What follows belongs to an exercise in optimizing a design on an open flow for small area; a production flow would make more cautious choices.
Where RTL was checked, it was by simulation tests only, not by an equivalence proof against the original.
Function not checked in runs 4 and 5: the RTL went through the layout flow alone.
Power figures rest on the tool's default switching activity, not on a simulated workload. The clock port is modelled as an ideal driver; clocking choices that lean on that would not hold on a real chip.

==> design.v <==
`timescale 1ns/1ns
package rv_pkg;
    localparam int XLEN        = 32;
    localparam int REG_ADDR_W  = 5;
    localparam int DMEM_WORDS  = 64;
    localparam int DMEM_ADDR_W = $clog2(DMEM_WORDS);
    typedef logic [XLEN-1:0]       word_t;
    typedef logic [REG_ADDR_W-1:0] reg_addr_t;
    typedef enum logic [6:0] {
        OP_REG    = 7'b0110011,
        OP_IMM    = 7'b0010011,
        OP_LOAD   = 7'b0000011,
        OP_STORE  = 7'b0100011,
        OP_BRANCH = 7'b1100011
    } opcode_e;
    typedef enum logic [3:0] {
        ALU_ADD = 4'd0,
        ALU_SUB = 4'd1,
        ALU_AND = 4'd2,
        ALU_OR  = 4'd3,
        ALU_XOR = 4'd4,
        ALU_SLT = 4'd5,
        ALU_SLL = 4'd6,
        ALU_SRL = 4'd7
    } alu_op_e;
    localparam word_t NOP_INSTR = 32'h0000_0013;
endpackage
`timescale 1ns/1ns
`timescale 1ns/1ns
`timescale 1ns/1ns
`timescale 1ns/1ns
`timescale 1ns/1ns
module rv_core (
    input  logic        clk,
    input  logic        reset,
    output logic [31:0] instr_addr,
    input  logic [31:0] instr_data,
    output logic        wb_valid,
    output logic [4:0]  wb_rd,
    output logic [31:0] wb_data
);
    logic [2:0]  phase;
    logic        rot;       
    logic        clr;       
    logic [9:0]  pc;        
    logic [31:0] T;         
    logic [7:0]  X;         
    logic        carry;
    logic        flag;
    logic        wbv;
    logic [4:0]  wbrd;
    logic [31*32-1:0] rf;   
    logic [64*32-1:0] dm;
    logic [6:0] opc;
    logic [4:0] rd, rs1, rs2;
    logic [2:0] f3;
    assign opc = instr_data[6:0];
    assign rd  = instr_data[11:7];
    assign f3  = instr_data[14:12];
    assign rs1 = instr_data[19:15];
    assign rs2 = instr_data[24:20];
    logic is_r, is_i, is_ld, is_st, is_br, is_alu;
    logic op_sll, op_srl, op_slt, op_sub, two_rot, wr_rd;
    assign is_r   = (opc == 7'b0110011);
    assign is_i   = (opc == 7'b0010011);
    assign is_ld  = (opc == 7'b0000011);
    assign is_st  = (opc == 7'b0100011);
    assign is_br  = (opc == 7'b1100011);
    assign is_alu = is_r | is_i;
    assign op_sll = is_alu & (f3 == 3'b001);
    assign op_srl = is_alu & (f3 == 3'b101);
    assign op_slt = is_alu & (f3 == 3'b010);
    assign op_sub = (is_r & (f3 == 3'b000) & instr_data[30]) | op_slt;
    assign two_rot = op_sll | op_srl | op_slt | is_ld | is_st;
    assign wr_rd  = (is_alu | is_ld) & (rd != 5'd0);
    logic [31:0] imm;
    logic [3:0]  I;
    assign imm = is_st ? {{20{instr_data[31]}}, instr_data[31:25], instr_data[11:7]}
                       : {{20{instr_data[31]}}, instr_data[31:20]};
    assign I = imm[{phase, 2'b00} +: 4];
    logic [31:0][3:0] rhead;
    logic [63:0][3:0] mhead;
    always_comb begin
        rhead[0] = 4'd0;
        for (int k = 1; k < 32; k++) rhead[k] = rf[(k-1)*32 +: 4];
        for (int k = 0; k < 64; k++) mhead[k] = dm[k*32 +: 4];
    end
    logic [4:0] baddr;
    logic [3:0] A, B, M, OPB;
    assign baddr = (op_sll & rot) ? rd : rs2;
    assign A   = rhead[rs1];
    assign B   = rhead[baddr];
    assign M   = mhead[X[7:2]];
    assign OPB = is_r ? B : I;
    logic [3:0] bb, sum;
    logic       cin, cout;
    assign bb  = op_sub ? ~OPB : OPB;
    assign cin = (phase == 3'd0) ? op_sub : carry;
    assign {cout, sum} = {1'b0, A} + {1'b0, bb} + {4'd0, cin};
    logic lt, neq, acc, taken;
    assign lt    = (A[3] ^ OPB[3]) ? A[3] : sum[3];
    assign neq   = (A != B);
    assign acc   = ((phase == 3'd0) ? 1'b0 : flag) | neq;
    assign taken = is_br & (acc ^ ~f3[0]);
    logic [4:0]  s, t;
    logic [31:0] V;
    logic [63:0] VV;
    logic [3:0]  rot4, sh;
    logic [5:0]  pos;
    assign s   = {(phase == 3'd1 && !rot) ? OPB[0] : X[4], X[3:0]};
    assign t   = op_sll ? (5'd0 - s) : s;
    assign V   = {T[31:4], op_sll ? A : T[3:0]};
    assign VV  = {V, V};
    assign rot4 = VV[t +: 4];
    assign pos = {1'b0, phase, 2'b00};
    always_comb begin
        for (int i = 0; i < 4; i++) begin
            if (op_sll) sh[i] = rot4[i] & ((pos + 6'(i)) >= {1'b0, s});
            else        sh[i] = rot4[i] & ((pos + 6'(i) + {1'b0, s}) <= 6'd31);
        end
    end
    logic [3:0] R;
    always_comb begin
        if (is_ld)                R = M;
        else if (is_st)           R = B;
        else if (op_sll | op_srl) R = sh;
        else if (op_slt)          R = {3'b000, flag & (phase == 3'd0)};
        else begin
            case (f3)
                3'b100:  R = A ^ OPB;
                3'b110:  R = A | OPB;
                3'b111:  R = A & OPB;
                default: R = sum;
            endcase
        end
    end
    logic rd_time, reg_we, mem_we;
    logic [3:0] W;
    always_comb begin
        if (op_sll)                   rd_time = rot ? (phase == 3'd0) : (phase != 3'd0);
        else if (two_rot)             rd_time = rot;
        else                          rd_time = !rot;
    end
    assign reg_we = wr_rd & rd_time;
    assign mem_we = is_st & rot;
    assign W = clr ? 4'd0 : R;
    genvar g;
    generate
        for (g = 1; g < 32; g++) begin : g_rf
            logic we;
            assign we = clr | (reg_we & (rd == 5'(g)));
            always_ff @(posedge clk)
                rf[(g-1)*32 +: 32] <= {we ? W : rf[(g-1)*32 +: 4], rf[(g-1)*32+4 +: 28]};
        end
        for (g = 0; g < 64; g++) begin : g_dm
            logic we;
            assign we = clr | (mem_we & (X[7:2] == 6'(g)));
            always_ff @(posedge clk)
                dm[g*32 +: 32] <= {we ? W : dm[g*32 +: 4], dm[g*32+4 +: 28]};
        end
    endgenerate
    logic [3:0] ttail;
    assign ttail = ((op_sll | op_srl) & !rot) ? A :
                   (op_sll & rot & (phase != 3'd0)) ? B : R;
    logic last;
    assign last = (phase == 3'd7) & (rot | ~two_rot) & ~clr;
    logic [9:0] pc_next;
    assign pc_next = pc + (taken ? {instr_data[7], instr_data[30:25], instr_data[11:9]} : 10'd1);
    always_ff @(posedge clk) begin
        T    <= {ttail, T[31:4]};
        wbrd <= rd;
        carry <= cout;
        if (is_br)               flag <= acc;
        else if (phase == 3'd7)  flag <= lt;
        if (!rot && phase == 3'd0) X[3:0] <= (is_ld | is_st) ? sum : OPB;
        if (!rot && phase == 3'd1) X[7:4] <= (is_ld | is_st) ? sum : OPB;
    end
    always_ff @(posedge clk) begin
        if (reset) begin
            phase <= 3'd0;
            rot   <= 1'b0;
            clr   <= 1'b1;
            pc    <= 10'd0;
            wbv   <= 1'b0;
        end else begin
            phase <= phase + 3'd1;
            wbv   <= last & wr_rd;
            if (clr) begin
                if (phase == 3'd7) clr <= 1'b0;
            end else begin
                if (phase == 3'd7) rot <= two_rot & ~rot;
                if (last) pc <= pc_next;
            end
        end
    end
    assign instr_addr = {20'd0, pc, 2'b00};
    assign wb_valid   = wbv;
    assign wb_rd      = wbrd;
    assign wb_data    = T;
endmodule
==> run.sh <==
#!/bin/bash
# synth_recipe.tcl (not shown) runs the flow's synth.tcl, then flattens the netlist and writes it again
# the make line also repeats each setting of config.mk as NAME=value (left out here)
make -C /OpenROAD-flow-scripts/flow DESIGN_CONFIG=/design/flow/config.mk WORK_HOME=/design/flow/orfs CLKGATE_MAP_FILE= SYNTH_SCRIPT=/design/flow/synth_recipe.tcl finish
==> config.mk <==
export PLATFORM = sky130hd
export DESIGN_NAME = rv_core
export DESIGN_NICKNAME = rv_core
export VERILOG_FILES = /design/flow/design.v
export SDC_FILE = /design/flow/constraint.sdc
export NUM_CORES = 4
export LEC_CHECK = 0
export ABC_AREA = 1
export CAP_MARGIN = 20
export CORE_MARGIN = 2
export CORE_UTILIZATION = 70
export CTS_BUF_LIST = sky130_fd_sc_hd__clkbuf_4
export CTS_CLUSTER_SIZE = 14
export SLEW_MARGIN = 20
==> constraint.sdc <==
create_clock -name core_clock -period 10.0 [get_ports {clk}]
set_input_delay 2.0000 -clock core_clock [delete_from_list [all_inputs] [get_ports {clk}]]
set_output_delay 2.0000 -clock core_clock [all_outputs]
set_load 0.01 [all_outputs]
==> reports/summary.txt, run 1 <==
Seq/Total Area, Yosys: 0.8127
CP required: 11.22 ns
Max-slew headroom: 0.1125
GR Util All Layers: 0.2899
Antenna Nets Post-Route: 0
DPL Wire Length: 98410 um
Arrival time worst endpoint: 8.44 ns
Worst hold path class: reg -> reg
CP endpoint kind: flip-flop
CTS sink cnt: 3103
FF+latch count, synth: 3103
TritonCTS clock tree: built
Detailed Route Iter0 Violations: 3959
GRT met1 Usage: 0.4024
Area contributors post-synth: dfxtp_1 (81%), nand2_1 (5.5%), nand3_1 (3.9%)
F_max: 0.1386 GHz
Max Cap Violations: 0
Placer Congestion: 0.9285
Switching Power: 0.005323 W
Number of flops mapped to enable cells by yosys: 9
Clock tree buffer depth: 4
P_leak: 37.60 nW
Unrepaired setup endpoints after global routing: false
Die ar.: 112000 um^2
Yosys top cell area share: 0.8092
Proportion of layout cells with a drive suffix above 1: 0.1589
Pre-Repair DR Iteration Count: 6
Distinct cells, synth: 48
Power share of the clock group: 0.408
Reg2reg setup slack: 4.01 ns
Vias in the first global route: 44916
Port Buffer Count: 81
Switch share: 0.2304
Drt drc: 0
Crit Path Category: in -> reg
H-Tree Depth: 6
Die Width: 334.7 um
Final period util: 0.7217
Cell area after layout: 87060 um^2
I/O pin cnt: 104
Post-route insts no fill: 8631
Core ar.: 108700 um^2
Global route total overflow: 0
Post-synthesis cell type with the largest combined area: dfxtp_1
CTS Buf Count: 689
Comb power frac: 0.048
Startpoint types: primary input
Clock latency (worst-skew pair): 1.31 ns
CTS resizes: 0
Final Routed Wirelength: 161900 um
Starting density of the core: 0.7042
Final worst slack: 2.783 ns
Dpl cell area: 78500 um^2
Flop pwr share: 0.544
First-pass GRT wire length: 247000 um
Yosys warning count: 1
Nets: 6835
Cells after Synth: 6142
Final setup violating endpoints: 0
Antenna violations before repair: 6
Minimum clock period: 7.217 ns
Met3 Resource Use GR: 0.06974
Status: complete, no violations
WL/cell: 18.76 um
Async S/R FF share, synth: 0
Mapped Avg Cell Area: 12.46 um^2
Placement Setup Slack: 1.658 ns
Clock transition at the registers of the reported paths: 0.06 ns
Post-CTS Hold Fix Bufs: 0
Root Buffer: clkbuf_4
Met2 GRT Util: 0.4391
Most used DFF post-synth: dfxtp_1
Via count: 44488
DR vias/cell: 5.154
Final Skew: 0.1100 ns
Num rows: 121
Hold Vio Cnt, Final: 0
Most used routing layer in global routing: met2
Worst slew pin tran: 1.319 ns
Pwr dens: 265.4 nW/um^2
Final Max Tran Viols: 0
Crit-path max FO: 49
Maximum vdd drop: 0.2405 mV
Die H: 334.7 um
Placed insts: 7484
Area growth, synth to finish: 13.73%
Largest net degree at the start of global routing: 190
Cell area after synthesis: 76550 um^2
Setup TNS: 0 ns
Internal power: 0.01778 W
Postcts setup bufs: 0
layout by cell type (no fill, tap or decap), types with 13 or more instances in the layout:
| master | synthesis | routed |
|---|---|---|
| clkbuf_4 | 0 | 1012 |
| nor4_1 | 18 | 18 |
| nand2_1 | 1129 | 1129 |
| inv_1 | 286 | 285 |
| dfxtp_1 | 3094 | 3094 |
| o211ai_1 | 34 | 34 |
| o21ai_0 | 181 | 179 |
| inv_2 | 5 | 13 |
| conb_1 | 1 | 22 |
| clkinv_1 | 3 | 83 |
| ha_1 | 36 | 36 |
| bufinv_16 | 0 | 15 |
| o22ai_1 | 15 | 15 |
| a21oi_1 | 138 | 138 |
| clkdlybuf4s50_1 | 0 | 80 |
| buf_4 | 29 | 38 |
| nand3_1 | 594 | 594 |
| nor2_1 | 151 | 148 |
| a22oi_1 | 130 | 130 |
worst max-delay path, cell delays in order:
cell             delay [ns]
clkdlybuf4s50_1        0.61
nand2_1                0.17
nor2_4                 0.21
nand3_4                0.18
o21ai_2                0.85
buf_4                  0.30
o211ai_1               0.11
nand3_1                0.12
nand3_1                0.07
nand3_1                0.29
nand2_1                0.14
o21ai_0                0.52
xor2_1                 0.14
ha_1                   0.39
a21oi_1                0.14
o21ai_0                0.12
xnor2_1                0.16
nand2_1                0.07
o211ai_1               0.08
nand2_1                0.08
inv_1                  0.05
nand2_1                0.08
nand3_2                0.09
nand2_4                0.73
buf_12                 0.40
nand3_1                0.15
nand2_1                0.10
cell type report:
type / count / area (um^2)
Sequential cell: 3103 / 62210
Fill cell: 6165 / 21650
Multi-Input combinational cell: 2550 / 12240
Clock buffer: 1012 / 7597
Tap cell: 1414 / 1769
Timing Repair Buffer: 123 / 1171
Inverter: 294 / 1111
Clock inverter: 125 / 932.1
Antenna cell: 10 / 25.02
stage by stage:
stage	hold slack, ns	power [W]	utilization
6_report	0.2431	0.02310	0.8009
3_5_place_dp	0.3121	0.01392	0.7222
4_1_cts	0.2417	0.02330	0.8006
2_1_floorplan	0.3096	0.01347	-
3_3_place_gp	0.3095	0.01391	0.7222
5_1_grt	0.2412	0.02403	0.8008
synth_stat cells (10+ instances only):
cell      number
a21oi_1      138
a22oi_1      130
buf_1         30
buf_2         36
buf_4         29
buf_6         20
clkbuf_1     101
dfxtp_1     3094
ha_1          36
inv_1        286
nand2_1     1129
nand2_2       10
nand3_1      594
nand3_2       10
nor2_1       151
nor4_1        18
o211ai_1      34
o21ai_0      181
o22ai_1       15
xor2_1        10
layer usage:
layer  share of wire  up-vias
met5         0.00015        -
met4           0.027        4
met3           0.070      343
met2            0.45     1661
met1            0.45    21177
li1                -    21303
state kept, by name, summed over array words and instances, names as in the netlist:
register,count
flag,1
carry,1
X,8
rf,992
pc,10
wbrd,5
dm,2048
rot,1
wbv,1
T,32
phase,3
clr,1
path summary, 6_finish.rpt:
path              depth (start not counted)        to      startpoint
setup reg to reg                         20  dm[1084]            X[0]
setup / recovery                         27   dm[511]  instr_data[12]
hold / removal                            0   rf[654]         rf[658]
hold reg to reg                           0   rf[654]         rf[658]
power by group through the flow:
stage	combinational, W	clock [W]	sequential, W
6_report	0.00110	0.00944	0.0126
5_1_grt	0.00117	0.0103	0.0126
4_1_cts	0.00108	0.00965	0.0126
3_5_place_dp	0.00107	0	0.0129
3_3_place_gp	0.00106	0	0.0128
2_1_floorplan	0.000632	0	0.0128
cells by family after synthesis:
family	count (synthesis)	synth area share
DFF	3103	0.8127
adders and majority gates	40	0.006930
buffers and inverters	510	0.02898
other	1	0.00004899
AOI/OAI and AO/OA	533	0.04173
and+or+nand+nor	1942	0.1081
xor gates and xnor gates	13	0.001487
==> run 2: changes to the inputs <==
--- a/config.mk
+++ b/config.mk
@@ -11,4 +11,4 @@
 export CORE_UTILIZATION = 70
-export CTS_BUF_LIST = sky130_fd_sc_hd__clkbuf_4
-export CTS_CLUSTER_SIZE = 14
+export CTS_BUF_LIST = sky130_fd_sc_hd__clkbuf_8
+export CTS_CLUSTER_SIZE = 24
 export SLEW_MARGIN = 20
==> reports/summary.txt, run 2 <==
Layout fillers: 5876
GR Util All Layers: 0.2901
Proportion of layout cells with a drive suffix above 1: 0.09790
Post-route insts no fill: 8222
CP required: 10.91 ns
Die Width: 334.7 um
Worst reg2reg startpoint: rot
Startpoint types: primary input
Antenna Nets Post-Route: 0
Arrival time worst endpoint: 8.44 ns
DPL Wire Length: 98410 um
Commonest cells in the netlist: dfxtp_1 (3094), nand2_1 (1129), nand3_1 (594)
Clock transition at the registers of the reported paths: 0.07 ns
Reg with most FFs: dm
Final setup violating endpoints: 0
Status: complete, no violations
Area contributors post-synth: dfxtp_1 (81%), nand2_1 (5.5%), nand3_1 (3.9%)
Worst slew pin tran: 1.223 ns
Comb power frac: 0.048
Final Routed Wirelength: 163800 um
Max Cap Violations: 0
Port Buffer Count: 81
CTS resizes: 0
H-Tree Depth: 5
Unrepaired setup endpoints after global routing: false
Met3 Resource Use GR: 0.05233
Internal power: 0.01767 W
Seq/Total Area, Yosys: 0.8127
Area growth, synth to finish: 13.42%
Switching Power: 0.005266 W
Die H: 334.7 um
Starting density of the core: 0.7042
Max-slew headroom: 0.1768
I/O pin cnt: 104
Most common cell after layout, fill and taps aside: dfxtp_1
Most numerous cell in the Yosys netlist: dfxtp_1
Clock latency (worst-skew pair): 1.02 ns
Post-CTS Hold Fix Bufs: 0
Placed insts: 7484
P_leak: 37.39 nW
Core ar.: 108700 um^2
First-pass GRT wire length: 246400 um
Die ar.: 112000 um^2
CTS Buf Count: 428
CTS sink cnt: 3103
Hold EP: dm[1881]
Crit-path max FO: 49
Hold Vio Cnt, Final: 0
Detailed Route Iter0 Violations: 4326
Minimum clock period: 7.527 ns
Largest net degree at the start of global routing: 190
Antenna violations before repair: 6
Setup TNS: 0 ns
Most frequent cells in the layout: dfxtp_1 (3094), nand2_1 (1129), nand3_1 (594)
Final Max Tran Viols: 0
Placer Congestion: 0.9285
Most used routing layer in global routing: met2
Regs by FF count: dm (2048), rf (992), T (32)
Crit Reg-Reg Endpoint: rf[863]
Yosys warning count: 1
Number of flops mapped to enable cells by yosys: 9
Post-synthesis cell type with the largest combined area: dfxtp_1
Flop pwr share: 0.548
Power share of the clock group: 0.403
Switch share: 0.2296
Num rows: 121
Yosys top cell area share: 0.8092
Crit Path Category: in -> reg
Worst hold path class: reg -> reg
Postcts setup bufs: 0
Area of the multi-input gates: 12240 um^2
Pre-Repair DR Iteration Count: 8
Drt drc: 0
Async S/R FF share, synth: 0
Cells after Synth: 6142
Root Buffer: clkbuf_8
FF+latch count, synth: 3103
R2R cell count: 24
Vias in the first global route: 42924
Mapped Avg Cell Area: 12.46 um^2
Final period util: 0.7527
GRT met1 Usage: 0.4121
Pwr dens: 264.2 nW/um^2
Global route total overflow: 0
Via count: 43274
CP endpoint kind: flip-flop
Clock tree buffer depth: 4
Max reg flops: 2048
Met2 GRT Util: 0.4508
DR vias/cell: 5.263
Cell count of the worst hold path: 0
F_max: 0.1329 GHz
Distinct cells, synth: 48
Cell area after synthesis: 76550 um^2
Hold_sp: dm[1885]
Maximum vdd drop: 0.2482 mV
TritonCTS clock tree: built
Most used DFF post-synth: dfxtp_1
Final Skew: 0.08245 ns
Reg2reg setup slack: 3.95 ns
WL/cell: 19.92 um
Storage cell area: 62210 um^2
Nets: 6574
## run 2: cell counts after synthesis
Identical to the previous run, type by type.
## run 2: worst max-delay path, stage by stage
cell	delay (ns)
clkdlybuf4s50_1	0.61
nand2_1	0.17
nor2_4	0.22
nand3_4	0.18
o21ai_2	0.82
buf_4	0.30
o211ai_1	0.10
nand3_1	0.11
nand3_1	0.07
nand3_1	0.28
nand2_1	0.14
o21ai_0	0.52
xor2_1	0.14
ha_1	0.39
a21oi_1	0.14
o21ai_0	0.13
xnor2_1	0.16
nand2_1	0.06
o211ai_1	0.08
nand2_1	0.08
inv_1	0.05
nand2_1	0.08
nand3_2	0.10
nand2_4	0.72
buf_12	0.39
nand3_1	0.15
nand2_1	0.13
## run 2: cell type report
type                    count  share of cell area
multi-input cells        2550              0.1410
flip-flops and latches   3103              0.7166
clock buffers             521             0.08259
repair buffers            123             0.01349
diodes                      5           0.0001441
clock inverters           212             0.01304
inverters                 294             0.01280
well taps                1414             0.02038
## run 2: worst max-delay path by stage
| stage | from | endpoint | slack, ns | depth (start not counted) |
|---|---|---|---|---|
| floorplan | instr_data[3] | pc[9] | 3.81 | 42 |
| global placement | instr_data[12] | dm[1055] | 1.86 | 27 |
| detailed placement | instr_data[12] | dm[511] | 1.66 | 27 |
| CTS | instr_data[12] | rf[831] | 2.67 | 27 |
| global route | instr_data[12] | pc[9] | 2.11 | 39 |
| finish | instr_data[12] | rf[863] | 2.47 | 27 |
## run 2: metal layers
layer  up-vias  share of wire
met3       391          0.065
met2      1720           0.45
li1      20467              -
met4         4          0.030
met5         -        0.00013
met1     20692           0.45
## run 2: cells by family after synthesis
kind of cell    synth area share
flops                     0.8127
other cells           0.00004899
xor+xnor                0.001487
simple gates              0.1081
buf+inv                  0.02898
compound gates           0.04173
fa+ha+maj               0.006930
## run 2: power by group through the flow
stage	Combinational, W	Clock, W	Sequential, W
after floorplan	0.000632	0	0.0128
after global placement	0.00106	0	0.0128
after detailed placement	0.00107	0	0.0129
after CTS	0.00108	0.00941	0.0126
after global routing	0.00117	0.00994	0.0126
final	0.00110	0.00925	0.0126
## run 2: metrics by stage
step	worst slack [ns]	util	hold WS [ns]	total power (W)	cell area (um^2)
floorplan	3.807	-	0.3096	0.01347	76630
finish	2.473	0.7987	0.2642	0.02293	86820
CTS	2.673	0.7986	0.2755	0.02307	86800
global placement	1.859	0.7222	0.3095	0.01391	78500
global route	2.107	0.7986	0.2725	0.02369	86810
detailed placement	1.658	0.7222	0.3121	0.01392	78500
==> run 3: changes to the inputs <==
--- a/config.mk
+++ b/config.mk
@@ -7,8 +7,5 @@
 export LEC_CHECK = 0
-export ABC_AREA = 1
 export CAP_MARGIN = 20
 export CORE_MARGIN = 2
-export CORE_UTILIZATION = 70
-export CTS_BUF_LIST = sky130_fd_sc_hd__clkbuf_8
-export CTS_CLUSTER_SIZE = 24
+export CORE_UTILIZATION = 40
 export SLEW_MARGIN = 20
==> reports/summary.txt, run 3 <==
Max Cap Violations: 0
CTS resizes: 0
Final Skew: 0.08341 ns
Arrival time worst endpoint: 9.04 ns
Post-CTS Hold Fix Bufs: 0
Root Buffer: clkbuf_16
Via count: 37465
Reg with most FFs: dm
Final Routed Wirelength: 160400 um
Area contributors post-synth: dfxtp_1 (80%), mux2i_1 (4.5%), mux4_2 (3.0%)
CP endpoint kind: flip-flop
Final Max Tran Viols: 0
Unrepaired setup endpoints after global routing: false
Commonest cells in the netlist: dfxtp_1 (3094), nor2_1 (479), mux2i_1 (347)
Distinct cells, synth: 81
Pwr dens: 269.0 nW/um^2
Postcts setup bufs: 0
CTS Buf Count: 303
Cell area after synthesis: 77400 um^2
Async S/R FF share, synth: 0
P_leak: 34.80 nW
Nets: 5548
Antenna violations before repair: 6
Dpl cell area: 80910 um^2
Detailed Route Iter0 Violations: 2190
Clock tree buffer depth: 4
Worst hold path class: reg -> reg
Cell count of the worst hold path: 0
Crit Path Category: in -> reg
Status: complete, no violations
Maximum vdd drop: 0.1666 mV
Worst slew pin tran: 1.053 ns
First-pass GRT wire length: 239200 um
Most common cell after layout, fill and taps aside: dfxtp_1
Cell area after layout: 90470 um^2
Hold Vio Cnt, Final: 0
Post-synthesis cell type with the largest combined area: dfxtp_1
CP most frequent cell: a21oi_1
FF+latch count, synth: 3103
Largest net degree at the start of global routing: 91
Starting density of the core: 0.4023
Placer Congestion: 0.8861
Die ar.: 197000 um^2
CP required: 10.74 ns
Yosys top cell area share: 0.8003
Regs by FF count: dm (2048), rf (992), T (32)
Cells after Synth: 5244
DR vias/cell: 4.562
WL/cell: 19.54 um
Die H: 443.9 um
Most frequent cells in the layout: dfxtp_1 (3093), nor2_1 (477), mux2i_1 (346)
Startpoint types: primary input
I/O pin cnt: 104
Proportion of layout cells with a drive suffix above 1: 0.1178
Max-slew headroom: 0.2779
Antenna Nets Post-Route: 0
CP max-delay cell: or3b_1
Final worst slack: 1.692 ns
Die Width: 443.9 um
Final period util: 0.8308
Port Buffer Count: 81
Most used DFF post-synth: dfxtp_1
Seq/Total Area, Yosys: 0.8038
DPL Wire Length: 103600 um
Number of flops mapped to enable cells by yosys: 9
Global route total overflow: 0
Num rows: 161
Core ar.: 192400 um^2
Setup TNS: 0 ns
GR Util All Layers: 0.1615
Placement Setup Slack: 0.8928 ns
Final setup violating endpoints: 0
Pre-Repair DR Iteration Count: 6
Clock latency (worst-skew pair): 0.93 ns
Clock transition at the registers of the reported paths: 0.06 ns
Crit-path max cell delay: 0.70 ns
H-Tree Depth: 5
Max reg flops: 2048
Drt drc: 0
Yosys warning count: 1
Most numerous cell in the Yosys netlist: dfxtp_1
F_max: 0.1204 GHz
Area growth, synth to finish: 16.89%
Vias in the first global route: 37313
Critical Path, Cell by Cell: clkdlybuf4s50_1 > or3b_1 > o31ai_2 > nand2_1 > o2111ai_1 > o2111ai_1 > nor4_4 > xnor2_1 > or4_4 > or4b_4 > nand2_4 > and2_1 > ha_1 > a21o_1 > a21oi_1 > o21bai_1 > a21oi_1 > o21bai_1 > a21oi_1 > o21bai_1 > a21oi_1 > nor3_1 > mux2i_1 > nand4bb_1
CTS sink cnt: 3103
Minimum clock period: 8.308 ns
R2R cell count: 24
Crit-path max FO: 13
Mapped Avg Cell Area: 14.76 um^2
TritonCTS clock tree: built
run 3: cell count changes in the layout (fill, tap and decap cells not counted), sizes merged, moves of 120 or more:
cell / change
nand2: -1010
nand3: -555
inv: -413
mux2i: +347
nor2: +325
o21ai: -130
a22oi: -120
run 3: worst paths after layout:
kind,startpoint,to,slack [ns]
min reg2reg,dm[455],dm[451],0.27
max reg2reg,rot,pc[9],3.09
max,instr_data[3],pc[9],1.69
min,dm[455],dm[451],0.27
run 3: power by group:
group / switching (W) / internal (W)
clock: 0.00440 / 0.00636
sequential: 0.0000981 / 0.0124
combinational: 0.000694 / 0.000356
total: 0.00519 / 0.0191
run 3: final cells by class:
type | instances | area, um^2
tap | 2526 | 3161
multi-input combinational | 1895 | 14190
antenna | 5 | 12.51
inverter | 38 | 142.6
sequential | 3103 | 62210
clock buffer | 423 | 8728
clock inverter | 89 | 819.5
fill | 16415 | 101900
timing repair buffer | 133 | 1199
run 3: per-layer routing:
metal,share of wire,vias to the layer above,track usage
met5,0.000037,-,0
met4,0.034,2,0.06328
met3,0.039,309,0.03051
met2,0.48,789,0.2681
met1,0.45,18350,0.2084
li1,-,18015,-
run 3: worst max-delay path: cells and delay by family:
family                   cells  cell delay (ns)
AND/OR/NAND/NOR              9             3.46
buffers and inverters        1             0.44
adder cells (fa/ha/maj)      1             0.24
AO/OA/AOI/OAI               11             2.52
multiplexers                 1             0.21
XOR/XNOR                     1             0.15
run 3: cells by family after synthesis:
family | after synthesis | share of synthesized area
AOI/OAI and AO/OA | 461 | 0.04166
xor gates and xnor gates | 23 | 0.002603
adders and majority gates | 41 | 0.006984
buffers and inverters | 267 | 0.01513
DFF | 3103 | 0.8038
muxes | 470 | 0.07776
other | 1 | 0.00004845
and+or+nand+nor | 878 | 0.05202
run 3: metrics by stage:
| step | utilization | power [W] | hold slack, ns | std cells |
|---|---|---|---|---|
| floorplan | - | 0.01334 | 0.3096 | 5265 |
| global placement | 0.4205 | 0.01386 | 0.3095 | 7695 |
| detailed placement | 0.4206 | 0.01386 | 0.3121 | 7695 |
| CTS | 0.4702 | 0.02461 | 0.2653 | 8207 |
| global route | 0.4702 | 0.02518 | 0.2755 | 8210 |
| finish | 0.4703 | 0.02433 | 0.2701 | 8212 |
==> run 4: changes to the inputs <==
--- a/design.v
+++ b/design.v
@@ -52,2 +52,4 @@
     logic [31*32-1:0] rf;   
+    logic L, hp;
+    assign hp = (phase == 3'd7) ? L : ~L;
     logic [64*32-1:0] dm;
@@ -83,3 +85,3 @@
     always_comb begin
-        rhead[0] = 4'd0;
+        rhead[0] = {4{hp}};
         for (int k = 1; k < 32; k++) rhead[k] = rf[(k-1)*32 +: 4];
@@ -90,5 +92,5 @@
     assign baddr = (op_sll & rot) ? rd : rs2;
-    assign A   = rhead[rs1];
-    assign B   = rhead[baddr];
-    assign M   = mhead[X[7:2]];
+    assign A   = rhead[rs1] ^ {4{hp}};
+    assign B   = rhead[baddr] ^ {4{hp}};
+    assign M   = mhead[X[7:2]] ^ {4{hp}};
     assign OPB = is_r ? B : I;
@@ -137,3 +139,2 @@
     logic rd_time, reg_we, mem_we;
-    logic [3:0] W;
     always_comb begin
@@ -143,5 +144,14 @@
     end
-    assign reg_we = wr_rd & rd_time;
-    assign mem_we = is_st & rot;
-    assign W = clr ? 4'd0 : R;
+    assign reg_we = wr_rd & rd_time & ~clr;
+    assign mem_we = is_st & rot & ~clr;
+    logic [3:0] Wq;
+    logic [4:0] rdq;
+    logic       rwq, mwq, clrq;
+    always_ff @(posedge clk) begin
+        Wq   <= (clr ? 4'd0 : R) ^ {4{~(L ^ (phase == 3'd7))}};
+        rdq  <= rd;
+        rwq  <= reg_we;
+        mwq  <= mem_we;
+        clrq <= clr;
+    end
     genvar g;
@@ -150,5 +160,7 @@
             logic we;
-            assign we = clr | (reg_we & (rd == 5'(g)));
+            logic [31:0] r;
+            assign we = clrq | (rwq & (rdq == 5'(g)));
             always_ff @(posedge clk)
-                rf[(g-1)*32 +: 32] <= {we ? W : rf[(g-1)*32 +: 4], rf[(g-1)*32+4 +: 28]};
+                r <= {r[3:0], ~(we ? Wq : r[31:28]), r[27:4]};
+            assign rf[(g-1)*32 +: 32] = r;
         end
@@ -156,5 +168,7 @@
             logic we;
-            assign we = clr | (mem_we & (X[7:2] == 6'(g)));
+            logic [31:0] r;
+            assign we = clrq | (mwq & (X[7:2] == 6'(g)));
             always_ff @(posedge clk)
-                dm[g*32 +: 32] <= {we ? W : dm[g*32 +: 4], dm[g*32+4 +: 28]};
+                r <= {r[3:0], ~(we ? Wq : r[31:28]), r[27:4]};
+            assign dm[g*32 +: 32] = r;
         end
@@ -184,4 +198,6 @@
             wbv   <= 1'b0;
+            L     <= 1'b0;
         end else begin
             phase <= phase + 3'd1;
+            L     <= L ^ (phase == 3'd7);
             wbv   <= last & wr_rd;
--- a/config.mk
+++ b/config.mk
@@ -7,2 +7,3 @@
 export LEC_CHECK = 0
+export ABC_AREA = 1
 export CAP_MARGIN = 20
@@ -10,2 +11,4 @@
 export CORE_UTILIZATION = 40
+export CTS_CLUSTER_DIAMETER = 100
+export CTS_CLUSTER_SIZE = 30
 export SLEW_MARGIN = 20
==> reports/summary.txt, run 4 <==
Status: complete, no violations
CP most frequent cell: nand2_1
Tot Pwr: 0.01956 W
Core ar.: 185600 um^2
P_leak: 31.45 nW
Mapped Avg Cell Area: 13.17 um^2
Nets: 5834
Post-synthesis cell type with the largest combined area: dfxtp_1
Hold Vio Cnt, Final: 0
Reg with most FFs: g_dm.r
Proportion of layout cells with a drive suffix above 1: 0.03655
Drt drc: 0
CTS sink cnt: 3111
Area contributors post-synth: dfxtp_1 (83%), nand2_1 (4.5%), o21ai_0 (3.2%)
WL/cell: 18.47 um
Most numerous cell in the Yosys netlist: dfxtp_1
Largest family of logic cells by synthesized area: simple AND/OR/NAND/NOR gates
FF+latch count, synth: 3111
Yosys top cell area share: 0.8297
Cell area after synthesis: 74840 um^2
Compound-gate portion of the synthesized area: 0.06622
Switching Power: 0.004311 W
Clock transition at the registers of the reported paths: 0.11 ns
I/O pin cnt: 104
Commonest cells in the netlist: dfxtp_1 (3102), nand2_1 (898), o21ai_0 (481)
F_max: 0.1444 GHz
Final Skew: 0.1114 ns
Minimum clock period: 6.923 ns
First-pass GRT wire length: 226700 um
Flop pwr share: 0.665
Port Buffer Count: 81
Startpoint types: primary input
Most common cell after layout, fill and taps aside: dfxtp_1
Pre-Repair DR Iteration Count: 5
Final worst slack: 3.077 ns
Internal power: 0.01525 W
Max-slew headroom: 0.2246
Max reg flops: 2048
Async S/R FF share, synth: 0
Crit Path Category: in -> reg
Regs by FF count: g_dm.r (2048), g_rf.r (992), T (32)
GR Util All Layers: 0.1569
Postcts setup bufs: 0
Final Max Tran Viols: 0
CTS resizes: 0
Num rows: 158
CTS Buf Count: 116
Global route total overflow: 0
CP endpoint kind: flip-flop
Die H: 436.6 um
Cells after Synth: 5685
Detailed Route Iter0 Violations: 3230
Antenna Nets Post-Route: 0
Placement Setup Slack: 2.236 ns
Most used DFF post-synth: dfxtp_1
Die ar.: 190600 um^2
Yosys warning count: 1
Most frequent cells in the layout: dfxtp_1 (3102), nand2_1 (898), o21ai_0 (481)
Root Buffer: clkbuf_16
Post-Synth Adder-Cell Area: 0.007088
Power share of the clock group: 0.289
Unrepaired setup endpoints after global routing: false
Via count: 37217
Clock latency (worst-skew pair): 0.82 ns
ANT cells: 0
Max Cap Violations: 0
Synth Area in Simple Gates: 0.07242
Switch share: 0.2204
Final setup violating endpoints: 0
DPL Wire Length: 99920 um
CP max-delay cell: nand2_2
Area growth, synth to finish: 8.969%
Starting density of the core: 0.4032
Largest net degree at the start of global routing: 67
Seq/Total Area, Yosys: 0.8333
Setup TNS: 0 ns
Multiplexer share of the synthesized area: 0.0001337
Number of flops mapped to enable cells by yosys: 9
Final Routed Wirelength: 152400 um
H-Tree Depth: 3
Die Width: 436.6 um
XOR/XNOR share of the synthesized area: 0.001989
Crit-path max cell delay: 0.58 ns
Clock tree buffer depth: 3
Final period util: 0.6923
Layout fillers: 16716
Comb power frac: 0.046
CP required: 10.74 ns
Vias in the first global route: 35586
Crit-path max FO: 56
Pwr dens: 239.9 nW/um^2
Worst hold path class: reg -> reg
Distinct cells, synth: 51
Maximum vdd drop: 0.2150 mV
TritonCTS clock tree: built
Placer Congestion: 0.8861
Antenna violations before repair: 3
Worst slew pin tran: 1.163 ns
DR vias/cell: 4.510
Arrival time worst endpoint: 7.67 ns
Post-CTS Hold Fix Bufs: 0
[run 4: cell types whose count changed in the layout (fill, tap and decap cells not counted), moves of 123 or more]
cell / delta
nand2_1: +769
o21ai_0: +431
nand3_1: +220
a22oi_1: +123
clkbuf_16: -191
mux2i_1: -345
nor2_1: -365
[run 4: path summary, 6_finish.rpt]
| kind | from | to | slack [ns] | depth (start not counted) |
|---|---|---|---|---|
| worst max register to register | phase[0] | pc[9] | 4.09 | 38 |
| worst min-delay path | g_dm[36].r[27] | g_dm[36].r[23] | 0.23 | 0 |
| worst max-delay path | instr_data[1] | pc[9] | 3.08 | 40 |
| worst min register to register | g_dm[36].r[27] | g_dm[36].r[23] | 0.23 | 0 |
[run 4: cell families after synthesis]
logic type      after synthesis
simple gates               1321
compound gates              858
buf+inv                     336
flops                      3111
other cells                   1
fa+ha+maj                    40
mux                           1
xor+xnor                     17
[run 4: metrics by stage]
step,area (um^2),util,hold slack (ns),std cells
6_report,81560,0.4393,0.2312,8253
5_1_grt,81560,0.4393,0.2419,8253
3_5_place_dp,78370,0.4222,0.3121,8121
3_3_place_gp,78360,0.4221,0.3095,8121
4_1_cts,81540,0.4393,0.2296,8252
2_1_floorplan,74920,-,0.3096,5706
[run 4: critical path, delay by kind of cell]
family	cells	cell delay, ns
XOR/XNOR	1	0.18
AO/OA/AOI/OAI	6	1.19
adder cells (fa/ha/maj)	1	0.32
buffers and inverters	5	0.69
AND/OR/NAND/NOR	27	3.26
[run 4: area by class of cell]
type	count	area, um^2	share of cell area
multi-input combinational	2259	11240	0.1378
tap	2480	3103	0.03805
sequential	3111	62370	0.7648
inverter	157	601.8	0.007379
clock buffer	118	2910	0.03568
timing repair buffer	115	1066	0.01307
clock inverter	13	262.8	0.003222
[run 4: power by group through the flow]
stage               combinational, W  clock [W]  sequential (W)
global placement            0.000885          0          0.0133
detailed placement          0.000891          0          0.0133
floorplan                   0.000489          0          0.0132
finish                      0.000902    0.00564          0.0130
CTS                         0.000896    0.00580          0.0130
global route                0.000986    0.00620          0.0131
[run 4: per-layer routing]
metal,GRT usage,up-vias,wire length [um]
met5,0,-,0
met2,0.2469,760,67330
li1,-,18388,-
met1,0.2247,17860,74690
met4,0.04878,0,4521
met3,0.02004,209,5897
==> run 5: changes to the inputs <==
--- a/config.mk
+++ b/config.mk
@@ -10,3 +10,3 @@
 export CORE_MARGIN = 2
-export CORE_UTILIZATION = 40
+export CORE_UTILIZATION = 65
 export CTS_CLUSTER_DIAMETER = 100
==> reports/summary.txt, run 5 <==
Arrival time worst endpoint: 7.87 ns
Area contributors post-synth: dfxtp_1 (83%), nand2_1 (4.5%), o21ai_0 (3.2%)
WP buf/inv: 5
Max-slew headroom: 0.2304
Minimum clock period: 7.181 ns
Cell area after synthesis: 74840 um^2
Antenna violations before repair: 7
Cell area after layout: 80210 um^2
CP required: 10.69 ns
Startpoint types: primary input
Final Max Tran Viols: 0
Clock transition at the registers of the reported paths: 0.12 ns
Most used DFF post-synth: dfxtp_1
Via count: 37607
First-pass GRT wire length: 218700 um
Proportion of layout cells with a drive suffix above 1: 0.03537
CP most frequent cell: nand2_1
P_leak: 31.39 nW
Cells after Synth: 5685
Root Buffer: clkbuf_16
CP endpoint kind: flip-flop
Max Cap Violations: 0
Most numerous cell in the Yosys netlist: dfxtp_1
Pwr dens: 241.8 nW/um^2
Distinct cells, synth: 51
Dpl cell area: 77160 um^2
Post-CTS Hold Fix Bufs: 0
Yosys warning count: 1
F_max: 0.1393 GHz
Setup TNS: 0 ns
Final Core Density: 0.7015
Maximum vdd drop: 0.2178 mV
Worst hold path class: reg -> reg
Postcts setup bufs: 0
DPL Wire Length: 92920 um
Worst reg2reg startpoint: phase[0]
Crit-path max cell delay: 0.84 ns
Commonest cells in the netlist: dfxtp_1 (3102), nand2_1 (898), o21ai_0 (481)
CTS sink cnt: 3111
DR vias/cell: 5.163
Async S/R FF share, synth: 0
Worst slew pin tran: 1.125 ns
Tot Pwr: 0.01940 W
Global route total overflow: 0
Die H: 343.3 um
Crit Path Category: in -> reg
Detailed Route Iter0 Violations: 3608
Reg with most FFs: g_dm.r
Most frequent cells in the layout: dfxtp_1 (3102), nand2_1 (898), o21ai_0 (481)
Seq/Total Area, Yosys: 0.8333
Final Skew: 0.03394 ns
Final Routed Wirelength: 147200 um
Final setup violating endpoints: 0
Most common cell after layout, fill and taps aside: dfxtp_1
Regs by FF count: g_dm.r (2048), g_rf.r (992), T (32)
Post-synthesis cell type with the largest combined area: dfxtp_1
Die Width: 343.3 um
Hold_sp: g_rf[8].r[19]
H-Tree Depth: 3
TritonCTS clock tree: built
WL/cell: 20.21 um
Critical Path Source: instr_data[12]
Hold Vio Cnt, Final: 0
Starting density of the core: 0.6545
CTS resizes: 0
Drt drc: 0
I/O pin cnt: 104
Pre-Repair DR Iteration Count: 5
CTS Buf Count: 114
Status: complete, no violations
Number of flops mapped to enable cells by yosys: 9
Crit-path max FO: 21
FF+latch count, synth: 3111
Yosys top cell area share: 0.8297
Max reg flops: 2048
Clock latency (worst-skew pair): 0.76 ns
Placer Congestion: 0.9577
Vias in the first global route: 35305
Final period util: 0.7181
GR Util All Layers: 0.2478
CP max-delay cell: o21ai_2
Die ar.: 117900 um^2
Largest net degree at the start of global routing: 69
Antenna Nets Post-Route: 0
Num rows: 124
Nets: 5832
Unrepaired setup endpoints after global routing: false
Mapped Avg Cell Area: 13.17 um^2
Clock tree buffer depth: 3
Area growth, synth to finish: 7.177%
Port Buffer Count: 81
Crit path max-delay family: simple AND/OR/NAND/NOR gates
Core ar.: 114300 um^2
[run 5: cell counts after synthesis]
No cell type changed its count.
[run 5: area by class of cell]
class,count,area (um^2)
Fill cell,7851,34130
Tap cell,1512,1892
Sequential cell,3111,62370
Antenna cell,4,10.01
Clock inverter,10,158.9
Inverter,157,601.8
Multi-Input combinational cell,2259,11220
Timing Repair Buffer,115,1099
Clock buffer,116,2860
[run 5: per-layer routing]
layer / track usage / routed length [um] / share of wire
met1: 0.4018 / 76640 / 0.52
met2: 0.3492 / 59350 / 0.40
met3: 0.03990 / 8238 / 0.056
met4: 0.05340 / 2983 / 0.020
met5: 0 / 0 / 0
[run 5: power by group]
part / switching, W / internal [W]
clock: 0.00341 / 0.00209
combinational: 0.000585 / 0.000301
sequential: 0.000198 / 0.0128
[run 5: kinds of logic after synthesis]
group,count (synthesis),synth area share
AO/OA/AOI/OAI,858,0.06622
XOR/XNOR,17,0.001989
adder cells (fa/ha/maj),40,0.007088
buffers and inverters,336,0.01876
flip-flops,3111,0.8333
multiplexers,1,0.0001337
other,1,0.00005010
AND/OR/NAND/NOR,1321,0.07242
[run 5: worst paths after layout]
check,end,slack (ns),cells past startpoint
worst max-delay path,pc[9],2.82,37
worst min-delay path,g_rf[8].r[15],0.32,0
worst max register to register,pc[9],4.04,37
worst min register to register,g_rf[8].r[15],0.32,0
[run 5: worst reg2reg max path, delay by kind of cell (launching register included)]
kind | cells | cell delay (ns)
fa+ha+maj | 3 | 0.82
compound gates | 5 | 0.74
flops | 1 | 0.68
xor+xnor | 2 | 0.25
simple gates | 22 | 2.56
buf+inv | 5 | 0.85
[run 5: metrics by stage]
stage	setup WS [ns]	hold WS (ns)	cells
6_report	2.819	0.3187	7284
4_1_cts	2.958	0.3177	7279
2_1_floorplan	4.063	0.3096	5706
3_5_place_dp	2.169	0.3121	7153
5_1_grt	2.336	0.3244	7280
3_3_place_gp	2.188	0.3095	7153
==> run 6: changes to the inputs <==
--- a/design.v
+++ b/design.v
@@ -108,3 +108,2 @@
     logic [31:0] V;
-    logic [63:0] VV;
     logic [3:0]  rot4, sh;
@@ -114,4 +113,13 @@
     assign V   = {T[31:4], op_sll ? A : T[3:0]};
-    assign VV  = {V, V};
-    assign rot4 = VV[t +: 4];
+    logic [18:0] S4;
+    logic [10:0] S3;
+    logic [6:0]  S2;
+    logic [4:0]  S1;
+    always_comb begin
+        for (int k = 0; k < 19; k++) S4[k] = t[4] ? V[(k + 16) % 32] : V[k];
+        for (int k = 0; k < 11; k++) S3[k] = t[3] ? S4[k + 8] : S4[k];
+        for (int k = 0; k < 7; k++)  S2[k] = t[2] ? S3[k + 4] : S3[k];
+        for (int k = 0; k < 5; k++)  S1[k] = t[1] ? S2[k + 2] : S2[k];
+        for (int k = 0; k < 4; k++)  rot4[k] = t[0] ? S1[k + 1] : S1[k];
+    end
     assign pos = {1'b0, phase, 2'b00};
==> reports/summary.txt, run 6 <==
Status: complete, no violations
Core ar.: 114000 um^2
CTS sink cnt: 3111
Arrival time worst endpoint: 8.25 ns
CP max-delay cell: clkinv_2
DR vias/cell: 5.128
Reg with most FFs: g_dm.r
Vias in the first global route: 35018
R2R cell count: 34
DPL Wire Length: 91940 um
Final Core Density: 0.7007
F_max: 0.1315 GHz
Flop pwr share: 0.673
Final Skew: 0.03215 ns
Comb power frac: 0.042
FF+latch count, synth: 3111
Max-slew headroom: 0.3213
Switching Power: 0.004134 W
Die Width: 342.6 um
Crit Reg-Reg Endpoint: pc[9]
Clock latency (worst-skew pair): 0.76 ns
Crit-path max FO: 68
Worst reg2reg startpoint: phase[1]
Most numerous cell in the Yosys netlist: dfxtp_1
Placer Congestion: 0.9113
I/O pin cnt: 104
Minimum clock period: 7.606 ns
Largest net degree at the start of global routing: 69
Yosys warning count: 1
Crit path max-delay family: buffers and inverters
Mapped Avg Cell Area: 13.50 um^2
Root Buffer: clkbuf_16
Async S/R FF share, synth: 0
Most frequent cells in the layout: dfxtp_1 (3102), nand2_1 (770), o21ai_0 (479)
Number of flops mapped to enable cells by yosys: 9
CP most frequent cell: nor2_1
Most used DFF post-synth: dfxtp_1
Die H: 342.6 um
Layout fillers: 7822
Post-CTS Hold Fix Bufs: 0
Final setup violating endpoints: 0
Post-synthesis cell type with the largest combined area: dfxtp_1
Yosys top cell area share: 0.8335
Power share of the clock group: 0.285
Hold Vio Cnt, Final: 0
Reg2reg setup slack: 3.74 ns
Setup TNS: 0 ns
First-pass GRT wire length: 216500 um
Max Cap Violations: 0
TritonCTS clock tree: built
WL/cell: 20.30 um
Distinct cells, synth: 63
Placed insts: 7000
Placement Setup Slack: 1.823 ns
Commonest cells in the netlist: dfxtp_1 (3102), nand2_1 (771), o21ai_0 (479)
Max reg flops: 2048
Area contributors post-synth: dfxtp_1 (83%), nand2_1 (3.9%), o21ai_0 (3.2%)
Pre-Repair DR Iteration Count: 7
Switch share: 0.2136
Worst slew pin tran: 1.018 ns
Seq/Total Area, Yosys: 0.8371
Startpoint types: primary input
P_leak: 31.16 nW
Proportion of layout cells with a drive suffix above 1: 0.04132
Postcts setup bufs: 0
Post-route insts no fill: 7130
Final Max Tran Viols: 0
WP buf/inv: 7
CTS Buf Count: 114
Antenna Nets Post-Route: 0
Most common cell after layout, fill and taps aside: dfxtp_1
Cells after Synth: 5521
CP required: 10.64 ns
Num rows: 124
H-Tree Depth: 3
Hold EP: g_dm[56].r[19]
Worst hold path class: reg -> reg
Final Routed Wirelength: 144800 um
Detailed Route Iter0 Violations: 3224
Final worst slack: 2.394 ns
Global route total overflow: 0
Maximum vdd drop: 0.1978 mV
GR Util All Layers: 0.2457
Port Buffer Count: 81
Unrepaired setup endpoints after global routing: false
Crit-path max cell delay: 0.90 ns
Via count: 36560
Pwr dens: 242.2 nW/um^2
Die ar.: 117400 um^2
Drt drc: 0
Crit Path Category: in -> reg
Cell count of the worst hold path: 0
Area growth, synth to finish: 7.250%
Clock transition at the registers of the reported paths: 0.11 ns
Clock tree buffer depth: 3
Starting density of the core: 0.6534
Antenna violations before repair: 7
CP endpoint kind: flip-flop
Hold_sp: g_dm[56].r[23]
Regs by FF count: g_dm.r (2048), g_rf.r (992), T (32)
Final period util: 0.7606
Internal power: 0.01522 W
Nets: 5678
Cell area after synthesis: 74510 um^2
CTS resizes: 0
## run 6: power by group through the flow
stage	logic [W]	registers, W	clock network [W]
2_1_floorplan	0.000432	0.0132	0
3_3_place_gp	0.000800	0.0133	0
3_5_place_dp	0.000799	0.0133	0
4_1_cts	0.000805	0.0130	0.00564
5_1_grt	0.000877	0.0131	0.00605
6_report	0.000812	0.0130	0.00552
## run 6: layer usage
metal / GRT usage / routed length, um
met1: 0.3765 / 71860
met2: 0.3775 / 63830
met3: 0.02887 / 6020
met4: 0.05565 / 3060
met5: 0 / 0
## run 6: worst max-delay path by stage
| stage | slack, ns | to | from | cells past startpoint |
|---|---|---|---|---|
| CTS | 2.61 | pc[9] | instr_data[12] | 36 |
| global placement | 1.90 | pc[9] | instr_data[12] | 36 |
| floorplan | 3.83 | pc[8] | instr_data[3] | 33 |
| finish | 2.39 | pc[9] | instr_data[15] | 32 |
| global route | 1.88 | pc[9] | instr_data[15] | 33 |
| detailed placement | 1.82 | pc[9] | instr_data[12] | 36 |
## run 6: metrics by stage
stage | cell area, um^2 | hold WS, ns | total power, W
3_5_place_dp | 76810 | 0.3121 | 0.01410
6_report | 79910 | 0.3057 | 0.01935
5_1_grt | 79900 | 0.3164 | 0.01999
4_1_cts | 79880 | 0.3145 | 0.01947
3_3_place_gp | 76800 | 0.3095 | 0.01409
2_1_floorplan | 74590 | 0.3096 | 0.01366
## run 6: layout make-up
cell class	count	area, um^2	area share
well taps	1512	1892	0.02367
flip-flops and latches	3111	62370	0.7805
repair buffers	114	1066	0.01334
clock inverters	8	153.9	0.001926
inverters	146	565.5	0.007077
multi-input cells	2117	10940	0.1369
diodes	3	7.507	0.00009395
clock buffers	119	2914	0.03647
## run 6: cells by family after synthesis
| logic type | count (synthesis) | synth area share |
|---|---|---|
| mux | 1 | 0.0001344 |
| flops | 3111 | 0.8371 |
| other cells | 1 | 0.00005033 |
| xor+xnor | 24 | 0.003023 |
| fa+ha+maj | 40 | 0.007120 |
| buf+inv | 314 | 0.01815 |
| simple gates | 1115 | 0.06296 |
| compound gates | 915 | 0.07146 |
## run 6: worst reg2reg max path: cells and delay by family, from the launching register on
| family | cells | cell delay (ns) |
|---|---|---|
| adders and majority gates | 3 | 0.85 |
| AOI/OAI and AO/OA | 8 | 1.30 |
| DFF | 1 | 0.48 |
| and+or+nand+nor | 14 | 1.51 |
| buffers and inverters | 6 | 1.13 |
| xor gates and xnor gates | 3 | 0.91 |
==> run 7: changes to the inputs <==
==> flow/run.sh (new file) <==
#!/bin/bash
# Own layout flow: the standard flow (standard.sh) with two changes.
#  1. Synthesis: the standard flow's own synthesis script, with ABC's mapping script
#     replaced by flow/area.abc (area-oriented). Registers are untouched.
#  2. CTS: larger sink clusters and no dummy loads.
# Each tool's output goes to its own log in this folder and in orfs/logs.
set -euo pipefail
W=$PWD
{ cat "$W/flow/abc_override.tcl"; cat "$W/synth_recipe.tcl"; } > "$W/my_synth.tcl"
export MY_ABC_SCRIPT="$W/flow/area.abc"
export CTS_ARGS="-sink_clustering_enable -repair_clock_nets -dont_use_dummy_load -sink_clustering_size 30 -sink_clustering_max_diameter 100"
bash "$W/standard.sh" SYNTH_SCRIPT="$W/my_synth.tcl" finish > "$W/standard.log" 2>&1
==> flow/abc_override.tcl (new file) <==
# Replace the script of every ABC run with flow/area.abc (area-oriented mapping,
# no buffering or sizing: the layout flow repairs drive strengths later).
proc abc {args} {
  set i [lsearch -exact $args -script]
  if {$i >= 0} { set args [lreplace $args $i [expr {$i + 1}] -script $::env(MY_ABC_SCRIPT)] }
  set j [lsearch -exact $args -D]
  if {$j >= 0} { set args [lreplace $args $j [expr {$j + 1}]] }
  yosys abc {*}$args
}
==> flow/area.abc (new file) <==
strash
balance
rewrite
refactor
balance
rewrite
rewrite -z
balance
refactor -z
rewrite -z
balance
dch -f
amap
topo
==> standard.sh (new file) <==
#!/bin/bash
# synth_recipe.tcl (not shown) runs the flow's synth.tcl, then flattens the netlist and writes it again
# the make line also repeats each setting of config.mk as NAME=value (left out here)
make -C /OpenROAD-flow-scripts/flow DESIGN_CONFIG=/design/flow/config.mk WORK_HOME=/design/flow/orfs CLKGATE_MAP_FILE= SYNTH_SCRIPT=/design/flow/synth_recipe.tcl "${@:-finish}"
--- a/config.mk
+++ b/config.mk
@@ -11,4 +11,2 @@
 export CORE_UTILIZATION = 65
-export CTS_CLUSTER_DIAMETER = 100
-export CTS_CLUSTER_SIZE = 30
 export SLEW_MARGIN = 20
removed: run.sh
==> reports/summary.txt, run 7 <==
TritonCTS clock tree: built
CP endpoint kind: flip-flop
Vias in the first global route: 33220
Clock tree buffer depth: 3
Final Max Tran Viols: 0
Dpl cell area: 74880 um^2
Via count: 34401
XOR/XNOR share of the synthesized area: 0
Placement Setup Slack: -0.1989 ns
Power share of the clock group: 0.283
CTS resizes: 0
Placer Congestion: 0.9272
CTS sink cnt: 3111
Die H: 336.7 um
Final Routed Wirelength: 141300 um
Async S/R FF share, synth: 0
WL/cell: 22.08 um
Area growth, synth to finish: 8.095%
Commonest cells in the netlist: dfxtp_1 (3102), o22ai_1 (453), clkinv_1 (186)
GR Util All Layers: 0.2477
FF+latch count, synth: 3111
Hold Vio Cnt, Final: 0
Final worst slack: 0.9464 ns
Drt drc: 0
Clock latency (worst-skew pair): 0.75 ns
Detailed Route Iter0 Violations: 2873
Compound-gate portion of the synthesized area: 0.09455
Cell area after synthesis: 71950 um^2
Regs by FF count: g_dm.r (2048), g_rf.r (992), T (32)
Num rows: 122
Global route total overflow: 0
H-Tree Depth: 3
Max-slew headroom: 0.2894
Post-route insts no fill: 6402
Largest net degree at the start of global routing: 69
Port Buffer Count: 81
Most numerous cell in the Yosys netlist: dfxtp_1
Final Skew: 0.08351 ns
CP required: 10.62 ns
Die ar.: 113400 um^2
Critical Path Source: instr_data[12]
Most frequent cells in the layout: dfxtp_1 (3098), o22ai_1 (451), clkinv_1 (180)
Postcts setup bufs: 0
Worst slew pin tran: 1.066 ns
Most used routing layer in global routing: met2
Crit Path Category: in -> reg
Switching Power: 0.004011 W
Reg with most FFs: g_dm.r
Crit-path max cell delay: 0.48 ns
Comb power frac: 0.039
Post-CTS Hold Fix Bufs: 0
Met2 GRT Util: 0.3893
Internal power: 0.01512 W
Post-synthesis cell type with the largest combined area: dfxtp_1
CTS Buf Count: 115
Status: complete, no violations
Mapped Avg Cell Area: 15.36 um^2
Yosys warning count: 1
DR vias/cell: 5.373
Max Cap Violations: 0
Crit-path max FO: 56
ANT cells: 0
First-pass GRT wire length: 208300 um
I/O pin cnt: 104
Root Buffer: clkbuf_16
Largest family of logic cells by synthesized area: compound AO/OA/AOI/OAI gates
Pre-Repair DR Iteration Count: 6
Cell area after layout: 77770 um^2
Nets: 4990
Final period util: 0.9054
Unrepaired setup endpoints after global routing: false
Synth Area in Simple Gates: 0.01916
DPL Wire Length: 88400 um
Post-Synth Adder-Cell Area: 0.007373
Worst reg2reg startpoint: rot
Core ar.: 110200 um^2
Met3 Resource Use GR: 0.03077
Pwr dens: 246.0 nW/um^2
Final Core Density: 0.7057
Most used DFF post-synth: dfxtp_1
Placed insts: 6287
Seq/Total Area, Yosys: 0.8669
Area contributors post-synth: dfxtp_1 (86%), o22ai_1 (3.9%), o21ai_0 (1.1%)
Clock transition at the registers of the reported paths: 0.10 ns
Multiplexer share of the synthesized area: 0
Most common cell after layout, fill and taps aside: dfxtp_1
Yosys top cell area share: 0.8631
F_max: 0.1105 GHz
Distinct cells, synth: 45
Worst hold path class: reg -> reg
Flop pwr share: 0.678
Setup TNS: 0 ns
Die Width: 336.7 um
Minimum clock period: 9.054 ns
Proportion of layout cells with a drive suffix above 1: 0.03460
Arrival time worst endpoint: 9.67 ns
Antenna violations before repair: 1
P_leak: 30.16 nW
GRT met1 Usage: 0.3562
Hold_sp: g_rf[16].r[14]
Startpoint types: primary input
Number of flops mapped to enable cells by yosys: 9
CP max-delay cell: clkdlybuf4s50_1
Switch share: 0.2096
Cells after Synth: 4684
Antenna Nets Post-Route: 0
Max reg flops: 2048
Maximum vdd drop: 0.2424 mV
Starting density of the core: 0.6528
Final setup violating endpoints: 0
-- run 7: cell count changes after synthesis, moves of 108 or more --
cell,before,now
inv_1,130,0
a22oi_1,131,23
nand2_1,771,78
o21ai_0,479,158
o22ai_1,22,453
clkinv_1,3,186
nand3_1,162,44
-- run 7: kinds of logic (layout without fill, tap and decap cells) --
| kind of cell | Yosys count | in the layout |
|---|---|---|
| adders and majority gates | 40 | 40 |
| and+or+nand+nor | 311 | 311 |
| AOI/OAI and AO/OA | 1013 | 1013 |
| buffers and inverters | 208 | 417 |
| other | 1 | 22 |
| DFF | 3111 | 3111 |
-- run 7: power groups by stage --
stage / Sequential (W) / Clock, W / Combinational, W
2_1_floorplan: 0.0132 / 0 / 0.000362
3_3_place_gp: 0.0132 / 0 / 0.000735
3_5_place_dp: 0.0133 / 0 / 0.000741
4_1_cts: 0.0130 / 0.00551 / 0.000745
5_1_grt: 0.0130 / 0.00594 / 0.000806
6_report: 0.0130 / 0.00541 / 0.000751
-- run 7: path summary, 6_finish.rpt --
| check | end | slack, ns | cells after the start |
|---|---|---|---|
| worst max-delay path | Wq[1] | 0.95 | 34 |
| worst min-delay path | g_rf[16].r[10] | 0.26 | 0 |
| worst max register to register | Wq[1] | 2.98 | 28 |
| worst min register to register | g_rf[16].r[10] | 0.26 | 0 |
-- run 7: layout make-up --
class,instances,area [um^2]
inverter,186,713.2
tap,1488,1862
timing repair buffer,116,1081
fill,7417,32440
clock buffer,115,2878
multi-input combinational,1386,8855
sequential,3111,62380
-- run 7: worst max-delay path: cells and delay by family --
family | cells | cell delay (ns)
compound gates | 15 | 3.78
buf+inv | 10 | 2.52
simple gates | 9 | 1.35
-- run 7: per-stage QoR --
step                      hold slack, ns  total power [W]
final                             0.2599          0.01913
after global routing              0.2695          0.01976
after CTS                         0.2654          0.01924
after detailed placement          0.3121          0.01400
after global placement            0.3095          0.01398
after floorplan                   0.3096          0.01356
-- run 7: layer usage --
metal / part of all wire / wire, um
met1: 0.47 / 66360
met2: 0.45 / 63330
met3: 0.045 / 6293
met4: 0.038 / 5364
met5: 0 / 0
==> run 8: changes to the inputs <==
--- a/flow/run.sh
+++ b/flow/run.sh
@@ -10,3 +10,3 @@
 export MY_ABC_SCRIPT="$W/flow/area.abc"
-export CTS_ARGS="-sink_clustering_enable -repair_clock_nets -dont_use_dummy_load -sink_clustering_size 30 -sink_clustering_max_diameter 100"
+export CTS_ARGS="-sink_clustering_enable -repair_clock_nets -dont_use_dummy_load -sink_clustering_size 20 -sink_clustering_max_diameter 60 -buf_list sky130_fd_sc_hd__clkbuf_8"
 bash "$W/standard.sh" SYNTH_SCRIPT="$W/my_synth.tcl" finish > "$W/standard.log" 2>&1
==> reports/summary.txt, run 8 <==
DR vias/cell: 5.362
F_max: 0.1089 GHz
Detailed Route Iter0 Violations: 2751
CP max-delay cell: clkdlybuf4s50_1
Most frequent cells in the layout: dfxtp_1 (3098), o22ai_1 (451), clkinv_1 (182)
GR Util All Layers: 0.2450
P_leak: 30.02 nW
Unrepaired setup endpoints after global routing: false
Num rows: 122
Pwr dens: 240.7 nW/um^2
Core ar.: 110200 um^2
Yosys warning count: 1
Vias in the first global route: 33396
Commonest cells in the netlist: dfxtp_1 (3102), o22ai_1 (453), clkinv_1 (186)
CTS Buf Count: 177
Pre-Repair DR Iteration Count: 6
Proportion of layout cells with a drive suffix above 1: 0.04622
First-pass GRT wire length: 205600 um
Cell area after layout: 77330 um^2
FF+latch count, synth: 3111
Distinct cells, synth: 45
Root Buffer: clkbuf_8
WL/cell: 21.49 um
Minimum clock period: 9.186 ns
Placed insts: 6287
TritonCTS clock tree: built
Clock latency (worst-skew pair): 0.88 ns
Worst slew pin tran: 1.098 ns
Die Width: 336.7 um
Antenna violations before repair: 2
Max-slew headroom: 0.2678
Most used DFF post-synth: dfxtp_1
CP most frequent cell: clkinv_1
DPL Wire Length: 88400 um
Max reg flops: 2048
Max Cap Violations: 0
Async S/R FF share, synth: 0
Postcts setup bufs: 0
Hold Vio Cnt, Final: 0
Final setup violating endpoints: 0
Dpl cell area: 74880 um^2
Layout fillers: 7522
Global route total overflow: 0
I/O pin cnt: 104
Port Buffer Count: 81
Final Max Tran Viols: 0
Crit-path max FO: 37
Post-synthesis cell type with the largest combined area: dfxtp_1
Die H: 336.7 um
CP endpoint kind: flip-flop
Mapped Avg Cell Area: 15.36 um^2
Yosys top cell area share: 0.8631
Via count: 34681
Area growth, synth to finish: 7.483%
Number of flops mapped to enable cells by yosys: 9
Most common cell after layout, fill and taps aside: dfxtp_1
Final Skew: 0.1010 ns
Die ar.: 113400 um^2
Antenna Nets Post-Route: 0
CTS sink cnt: 3111
H-Tree Depth: 4
Cell area after synthesis: 71950 um^2
Area contributors post-synth: dfxtp_1 (86%), o22ai_1 (3.9%), o21ai_0 (1.1%)
Post-route insts no fill: 6468
Nets: 5052
Starting density of the core: 0.6528
Reg with most FFs: g_dm.r
Cells after Synth: 4684
Largest net degree at the start of global routing: 69
Maximum vdd drop: 0.1947 mV
Startpoint types: primary input
Final Routed Wirelength: 139000 um
Most numerous cell in the Yosys netlist: dfxtp_1
Worst hold path class: reg -> reg
CP required: 10.67 ns
Drt drc: 0
Crit Path Category: in -> reg
Final period util: 0.9186
Status: complete, no violations
Crit-path max cell delay: 0.48 ns
Arrival time worst endpoint: 9.86 ns
Placer Congestion: 0.9272
Seq/Total Area, Yosys: 0.8669
Clock tree buffer depth: 3
Clock transition at the registers of the reported paths: 0.11 ns
Regs by FF count: g_dm.r (2048), g_rf.r (992), T (32)
==> run 8: routing by layer <==
metal  global-route usage  up-vias  wire, um
met3              0.03715      271      6388
li1                     -    16731         -
met4              0.09555        0      5189
met5                    0        -         0
met2               0.3778      895     61920
met1               0.3518    16784     65510
==> run 8: worst paths after layout <==
check / from / to / slack, ns / depth (start not counted)
max: instr_data[12] / T[29] / 0.81 / 33
min: g_rf[1].r[25] / g_rf[1].r[21] / 0.25 / 0
max reg2reg: rot / T[29] / 2.70 / 27
min reg2reg: g_rf[1].r[25] / g_rf[1].r[21] / 0.25 / 0
==> run 8: area by class of cell <==
cell class,instances,area [um^2],share of cell area
Antenna cell,4,10.01,0.0001294
Timing Repair Buffer,116,1081,0.01398
Clock buffer,177,2436,0.03150
Sequential cell,3111,62380,0.8067
Multi-Input combinational cell,1386,8855,0.1145
Tap cell,1488,1862,0.02408
Inverter,186,704.4,0.009109
==> run 8: cells by family (layout without fill, tap and decap cells) <==
| logic type | count (synthesis) | in the layout | share of synthesized area |
|---|---|---|---|
| AOI/OAI and AO/OA | 1013 | 1013 | 0.09455 |
| DFF | 3111 | 3111 | 0.8669 |
| adders and majority gates | 40 | 40 | 0.007373 |
| other | 1 | 26 | 0.00005212 |
| and+or+nand+nor | 311 | 311 | 0.01916 |
| buffers and inverters | 208 | 479 | 0.01200 |
==> run 8: what timing repair did <==
| action | 4_1_cts | 5_1_grt |
|---|---|---|
| hold buffers | 0 | 0 |
| resized for setup | 0 | 1 |
| endpoints found under the hold margin | 0 | 0 |
| endpoints found under the setup margin | 0 | 8 |
==> run 8: worst max-delay path, delay by kind of cell <==
family | cells | cell delay, ns
AOI/OAI and AO/OA | 16 | 3.99
buffers and inverters | 10 | 2.72
and+or+nand+nor | 7 | 1.15
==> run 8: where the power goes <==
part	switching, W	internal [W]	total (W)	leakage (nW)
Clock	0.00330	0.00160	0.00490	1.27
Sequential	0.000185	0.0128	0.0130	25.1
Combinational	0.000479	0.000269	0.000748	3.62
==> run 8: metrics by stage <==
stage	hold slack [ns]	setup WS, ns	total power (W)	util	setup TNS (ns)
detailed placement	0.3121	-0.1989	0.01400	0.6795	-0.8213
global route	0.2380	0.05005	0.01931	0.7016	0
global placement	0.3095	0.1507	0.01398	0.6795	0
floorplan	0.3096	0.04333	0.01356	-	0
CTS	0.2431	0.7003	0.01875	0.7016	0
finish	0.2519	0.8139	0.01862	0.7017	0

-- port drivers added, routing unchanged --
The flow's constraints put no driver on any port. The routed layouts listed below were extracted and timed again, unchanged, in two steps. Step 1, drivers: a clkbuf_16 drives clk and a buf_2 each remaining input, both assumed. Step 2 times the ports against the registers' clock, not the clock port: input delays grow and output delays shrink by t, the midpoint of the rising clock arrivals with the driver on. a / b / c = ideal / step 1 / step 2; a / b = the first two.
run | shift t [ns] | slack for setup (ns) | worst slew at a driven data input, ns
run 1 | 1.324 | 2.783 / 2.826 / 1.502 | 0.06
run 2 | 1.054 | 2.473 / 2.523 / 1.469 | 0.06
run 3 | 0.962 | 1.692 / 1.748 / 0.786 | 0.09
run 4 | 0.849 | 3.077 / 3.132 / 2.283 | 0.10
run 5 | 0.814 | 2.819 / 2.824 / 2.010 | 0.09
run 6 | 0.814 | 2.394 / 2.447 / 1.634 | 0.07
run 7 | 0.779 | 0.946 / 0.969 / 0.190 | 0.07
run 8 | 0.900 | 0.814 / 0.835 / -0.065 | 0.07
With both steps, setup timing fails in run 8, where it was met with ideal ports. For run 1, which loses most, drivers alone change the setup slack by +0.043 ns; drivers and shift together by -1.281 ns.
